This is an optimization exercise on Yosys and OpenROAD, whose aim is small area, not a production implementation. In this exercise RTL edits were held to simulation tests only and were not proved equivalent to the original.

==> module snn_cfg_loader, before the edit <==
module snn_cfg_loader #(
  parameter  int unsigned M1        = 24,
  parameter  int unsigned N1        = 8,
  parameter  int unsigned N2        = 2,
  parameter  int unsigned WBITS     = 2,
  parameter  int unsigned DBITS     = 3,
  parameter  int unsigned PBITS     = 2,
  parameter  int unsigned BUS_W     = 8,
  localparam int unsigned CFG_BITS  = (N1*M1 + N2*N1)*(WBITS + DBITS + 1) + 3*PBITS,
  localparam int unsigned CFG_WORDS = (CFG_BITS + BUS_W - 1) / BUS_W,
  localparam int unsigned CNT_W     = (CFG_WORDS > 1) ? $clog2(CFG_WORDS) : 1
) (
  input  logic                      clk,
  input  logic                      reset,
  input  logic                      cfg_start,
  input  logic                      cfg_valid,
  input  logic [BUS_W-1:0]          cfg_data,
  output logic                      cfg_ready,
  input  logic                      enable,
  output logic                      net_enable,
  output logic [N1*M1*WBITS-1:0]    weights1,
  output logic [N2*N1*WBITS-1:0]    weights2,
  output logic [N1*M1*DBITS-1:0]    delay_values1,
  output logic [N1*M1-1:0]          delays1,
  output logic [N2*N1*DBITS-1:0]    delay_values2,
  output logic [N2*N1-1:0]          delays2,
  output logic [PBITS-1:0]          threshold,
  output logic [PBITS-1:0]          decay,
  output logic [PBITS-1:0]          refractory_period,
  output logic                      cfg_loaded,
  output logic                      commit_done,
  output logic                      load_abort,
  output logic                      busy
  ,
  input  logic [CNT_W-1:0]          rb_addr,
  output logic [BUS_W-1:0]          rb_data
);
  localparam int unsigned DF     = DBITS + 1;
  localparam int unsigned OFF_W2 = N1*M1*WBITS;
  localparam int unsigned OFF_D1 = OFF_W2 + N2*N1*WBITS;
  localparam int unsigned OFF_D2 = OFF_D1 + N1*M1*DF;
  localparam int unsigned OFF_P  = OFF_D2 + N2*N1*DF;
  localparam int unsigned SH_BITS   = (CFG_WORDS - 1) * BUS_W;    
  localparam int unsigned LAST_BITS = CFG_BITS - SH_BITS;         
  logic                r_load;      
  logic                r_cst;       
  logic [CNT_W-1:0]    r_cnt;
  logic                r_loaded;
  logic                r_commit;
  logic                r_abort;
  logic [SH_BITS-1:0]  r_shadow;
  logic [LAST_BITS-1:0] r_last;
  logic [CFG_BITS-1:0] r_active;
  logic                w_accept;
  logic                w_last;
  assign w_accept = r_load && cfg_valid && !cfg_start;
  assign w_last   = (r_cnt == CNT_W'(CFG_WORDS - 1));
  always_ff @(posedge clk) begin
    if (!reset) begin
      r_load   <= 1'b0;
      r_cst    <= 1'b0;
      r_cnt    <= '0;
      r_loaded <= 1'b0;
      r_commit <= 1'b0;
      r_abort  <= 1'b0;
    end else begin
      r_commit <= r_cst;
      r_abort  <= r_load && cfg_start;
      r_cst    <= w_accept && w_last;
      if (r_cst) r_loaded <= 1'b1;
      if (r_load) begin
        if (cfg_start) begin
          r_cnt <= '0;
        end else if (cfg_valid) begin
          if (w_last) begin
            r_load <= 1'b0;
            r_cnt  <= '0;
          end else begin
            r_cnt <= r_cnt + 1'b1;
          end
        end
      end else if (!r_cst && cfg_start) begin
        r_load <= 1'b1;
      end
    end
  end
  localparam int unsigned SH_SL  = 24;                  
  localparam int unsigned SH_SW  = SH_BITS / SH_SL;     
  localparam int unsigned ACT_SL = 22;                  
  localparam int unsigned ACT_SW = CFG_BITS / ACT_SL;
  logic [SH_BITS-1:0]  w_shadow_d;
  logic [SH_BITS-1:0]  w_shadow_in;
  logic                w_not_last;
  assign w_shadow_in = {cfg_data, r_shadow[SH_BITS-1:BUS_W]};
  assign w_not_last  = !w_last;
  for (genvar k = 0; k < SH_SL; k++) begin : g_sh
    snn_cfg_loader_bank_d #(.W(SH_SW), .MODE(0)) u_d (
      .a(w_accept), .b(w_not_last),
      .p(w_shadow_in[k*SH_SW +: SH_SW]), .q(r_shadow[k*SH_SW +: SH_SW]),
      .y(w_shadow_d[k*SH_SW +: SH_SW])
    );
  end
  always_ff @(posedge clk) begin
    r_shadow <= w_shadow_d;
    if (w_accept && w_last)
      r_last <= cfg_data[LAST_BITS-1:0];
  end
  logic [CFG_BITS-1:0] w_active_d;
  logic [CFG_BITS-1:0] w_active_in;
  assign w_active_in = {r_last, r_shadow};
  for (genvar k = 0; k < ACT_SL; k++) begin : g_act
    snn_cfg_loader_bank_d #(.W(ACT_SW), .MODE(1)) u_d (
      .a(reset), .b(r_cst),
      .p(w_active_in[k*ACT_SW +: ACT_SW]), .q(r_active[k*ACT_SW +: ACT_SW]),
      .y(w_active_d[k*ACT_SW +: ACT_SW])
    );
  end
  always_ff @(posedge clk) begin
    r_active <= w_active_d;
  end
  assign cfg_ready   = r_load;
  assign busy        = r_load | r_cst;
  assign cfg_loaded  = r_loaded;
  assign commit_done = r_commit;
  assign load_abort  = r_abort;
  assign net_enable  = enable & r_loaded;
  assign weights1          = r_active[0      +: N1*M1*WBITS];
  assign weights2          = r_active[OFF_W2 +: N2*N1*WBITS];
  assign threshold         = r_active[OFF_P             +: PBITS];
  assign decay             = r_active[OFF_P + PBITS     +: PBITS];
  assign refractory_period = r_active[OFF_P + 2*PBITS   +: PBITS];
  for (genvar i = 0; i < N1*M1; i++) begin : g_delay1
    assign delay_values1[i*DBITS +: DBITS] = r_active[OFF_D1 + i*DF +: DBITS];
    assign delays1[i]                      = r_active[OFF_D1 + i*DF + DBITS];
  end
  for (genvar i = 0; i < N2*N1; i++) begin : g_delay2
    assign delay_values2[i*DBITS +: DBITS] = r_active[OFF_D2 + i*DF +: DBITS];
    assign delays2[i]                      = r_active[OFF_D2 + i*DF + DBITS];
  end
  logic [CFG_WORDS*BUS_W-1:0] w_img;
  logic [CFG_WORDS-1:0]       w_rb_sel;
  logic [BUS_W-1:0]           w_rb_word;
  assign w_img = {{(CFG_WORDS*BUS_W-CFG_BITS){1'b0}}, r_active};
  snn_cfg_loader_rbdec #(.N(CFG_WORDS), .AW(CNT_W)) u_rb_dec (
    .en(reset), .addr(rb_addr), .sel(w_rb_sel)
  );
  for (genvar j = 0; j < BUS_W; j++) begin : g_rb
    logic [CFG_WORDS-1:0] w_col;
    for (genvar w = 0; w < CFG_WORDS; w++) begin : g_w
      assign w_col[w] = w_img[w*BUS_W + j];
    end
    snn_cfg_loader_andor #(.N(CFG_WORDS)) u_rb_or (
      .sel(w_rb_sel), .d(w_col), .y(w_rb_word[j])
    );
  end
  always_ff @(posedge clk) begin
    rb_data <= w_rb_word;
  end
endmodule
==> module snn_cfg_loader_bank_d, before the edit <==
module snn_cfg_loader_bank_d #(
  parameter int unsigned W    = 1,
  parameter int unsigned MODE = 0
) (
  input  logic         a,
  input  logic         b,
  input  logic [W-1:0] p,
  input  logic [W-1:0] q,
  output logic [W-1:0] y
);
  logic x, h;
  assign x = a & b;
  assign h = (MODE == 0) ? !(a & b) : (a & !b);
  snn_cfg_loader_ao22 #(.W(W)) u_ao (.x(x), .a(p), .h(h), .b(q), .y(y));
endmodule
==> flow/config.mk <==
export PLATFORM = sky130hd
export DESIGN_NAME = snn_cfg_loader
export DESIGN_NICKNAME = snn_cfg_loader
export VERILOG_FILES = /design/flow/design.v
export SDC_FILE = /design/flow/constraint.sdc
export NUM_CORES = 4
export LEC_CHECK = 0
export CAP_MARGIN = 20
export CORE_MARGIN = 2
export CORE_UTILIZATION = 52
export CTS_BUF_LIST = sky130_fd_sc_hd__clkbuf_4 sky130_fd_sc_hd__clkbuf_8
export CTS_CLUSTER_DIAMETER = 60
export CTS_CLUSTER_SIZE = 18
export SLEW_MARGIN = 20
export SYNTH_HIERARCHICAL = 1
export SYNTH_MINIMUM_KEEP_SIZE = 0
==> flow/constraint.sdc <==
create_clock -name core_clock -period 5.0 [get_ports {clk}]
set_input_delay 1.0000 -clock core_clock [delete_from_list [all_inputs] [get_ports {clk}]]
set_output_delay 1.0000 -clock core_clock [all_outputs]
set_load 0.01 [all_outputs]
standard.sh (not shown) runs the stock make flow with config.mk's settings and CLKGATE_MAP_FILE= SYNTH_SCRIPT=/design/flow/synth_recipe.tcl, a recipe that flattens the netlist after the stock synthesis.
==> flow/flow/run.sh <==
#!/bin/bash
# Standard layout, with two changes: port buffers use the smallest buffer
# cell, and clock tree synthesis inserts no dummy loads.
set -euo pipefail
cd "$(dirname "${BASH_SOURCE[0]}")/.."
bash standard.sh finish \
  "BUFFER_PORTS_ARGS=-buffer_cell sky130_fd_sc_hd__buf_1" \
  "CTS_ARGS=-sink_clustering_enable -repair_clock_nets -dont_use_dummy_load -buf_list {sky130_fd_sc_hd__clkbuf_4 sky130_fd_sc_hd__clkbuf_8} -sink_clustering_size 18 -sink_clustering_max_diameter 60" \
  > standard_flow.log 2>&1
Next try:
--- a/flow/design.v
+++ b/flow/design.v
@@ -84,37 +84,27 @@
       end
     end
   end
-  localparam int unsigned SH_SL  = 24;                  
-  localparam int unsigned SH_SW  = SH_BITS / SH_SL;     
-  localparam int unsigned ACT_SL = 22;                  
-  localparam int unsigned ACT_SW = CFG_BITS / ACT_SL;
+  logic                w_sh, w_nsh;
   logic [SH_BITS-1:0]  w_shadow_d;
-  logic [SH_BITS-1:0]  w_shadow_in;
-  logic                w_not_last;
-  assign w_shadow_in = {cfg_data, r_shadow[SH_BITS-1:BUS_W]};
-  assign w_not_last  = !w_last;
-  for (genvar k = 0; k < SH_SL; k++) begin : g_sh
-    snn_cfg_loader_bank_d #(.W(SH_SW), .MODE(0)) u_d (
-      .a(w_accept), .b(w_not_last),
-      .p(w_shadow_in[k*SH_SW +: SH_SW]), .q(r_shadow[k*SH_SW +: SH_SW]),
-      .y(w_shadow_d[k*SH_SW +: SH_SW])
-    );
-  end
+  assign w_sh  = w_accept & !w_last;
+  assign w_nsh = !w_sh;
+  snn_cfg_loader_ao22 #(.W(SH_BITS)) u_shadow_d (
+    .x(w_sh), .a({cfg_data, r_shadow[SH_BITS-1:BUS_W]}),
+    .h(w_nsh), .b(r_shadow), .y(w_shadow_d)
+  );
   always_ff @(posedge clk) begin
     r_shadow <= w_shadow_d;
     if (w_accept && w_last)
       r_last <= cfg_data[LAST_BITS-1:0];
   end
+  logic                w_ld, w_hold;
   logic [CFG_BITS-1:0] w_active_d;
-  logic [CFG_BITS-1:0] w_active_in;
-  assign w_active_in = {r_last, r_shadow};
-  for (genvar k = 0; k < ACT_SL; k++) begin : g_act
-    snn_cfg_loader_bank_d #(.W(ACT_SW), .MODE(1)) u_d (
-      .a(reset), .b(r_cst),
-      .p(w_active_in[k*ACT_SW +: ACT_SW]), .q(r_active[k*ACT_SW +: ACT_SW]),
-      .y(w_active_d[k*ACT_SW +: ACT_SW])
-    );
-  end
+  assign w_ld   = reset & r_cst;
+  assign w_hold = reset & !r_cst;
+  snn_cfg_loader_ao22 #(.W(CFG_BITS)) u_active_d (
+    .x(w_ld), .a({r_last, r_shadow}),
+    .h(w_hold), .b(r_active), .y(w_active_d)
+  );
   always_ff @(posedge clk) begin
     r_active <= w_active_d;
   end
@@ -156,21 +146,6 @@
   always_ff @(posedge clk) begin
     rb_data <= w_rb_word;
   end
-endmodule
-module snn_cfg_loader_bank_d #(
-  parameter int unsigned W    = 1,
-  parameter int unsigned MODE = 0
-) (
-  input  logic         a,
-  input  logic         b,
-  input  logic [W-1:0] p,
-  input  logic [W-1:0] q,
-  output logic [W-1:0] y
-);
-  logic x, h;
-  assign x = a & b;
-  assign h = (MODE == 0) ? !(a & b) : (a & !b);
-  snn_cfg_loader_ao22 #(.W(W)) u_ao (.x(x), .a(p), .h(h), .b(q), .y(y));
 endmodule
 module snn_cfg_loader_ao22 #(
   parameter int unsigned W = 1
- worst setup slack improves by 0.15 ns
- synthesized area decreases by about 1.1%
- final cell count decreases by about 1.3%
- routed wire length drops by 4.5%
- first-iteration DRC count drops by about 9%
- flip-flop and latch count does not change
- count of clock-buffer cells in the layout increases by 1
- hold slack improved by 0.046 ns
- global-route usage is lower by 1.5 points
- synthesized cell count went down by about 1.2%
- critical path depth is unchanged
- via count fell by 3.2%

==> re-timing with driven ports <==
In the flow no input, the clock included, has a driving cell. The finished layouts below were timed again as built, in two steps. Step 1: set_driving_cell puts a clkbuf_16 on clk and a buf_2 on each other input, an assumption about the parent block. Step 2 times the ports against the registers' clock, not the clock port: input delays grow and output delays shrink by t, the midpoint of the rising clock arrivals with the driver on. Three values: no drivers, after step 1, after step 2; two values: the first two.
run | shift t [ns] | setup slack, ns | worst data-port slew with drivers (ns) | cell pins on the clock port's net
the first run | 1.044 | 0.478 / 0.543 / -0.501 | 0.14 | 1
the second run | 0.996 | 0.627 / 0.695 / -0.301 | 0.17 | 1
Met with ideal ports but missed after step 2: setup timing in the first run and the second run. The setup slack of the first run, which loses most, moves by +0.065 ns with the drivers and by -0.979 ns with both steps.
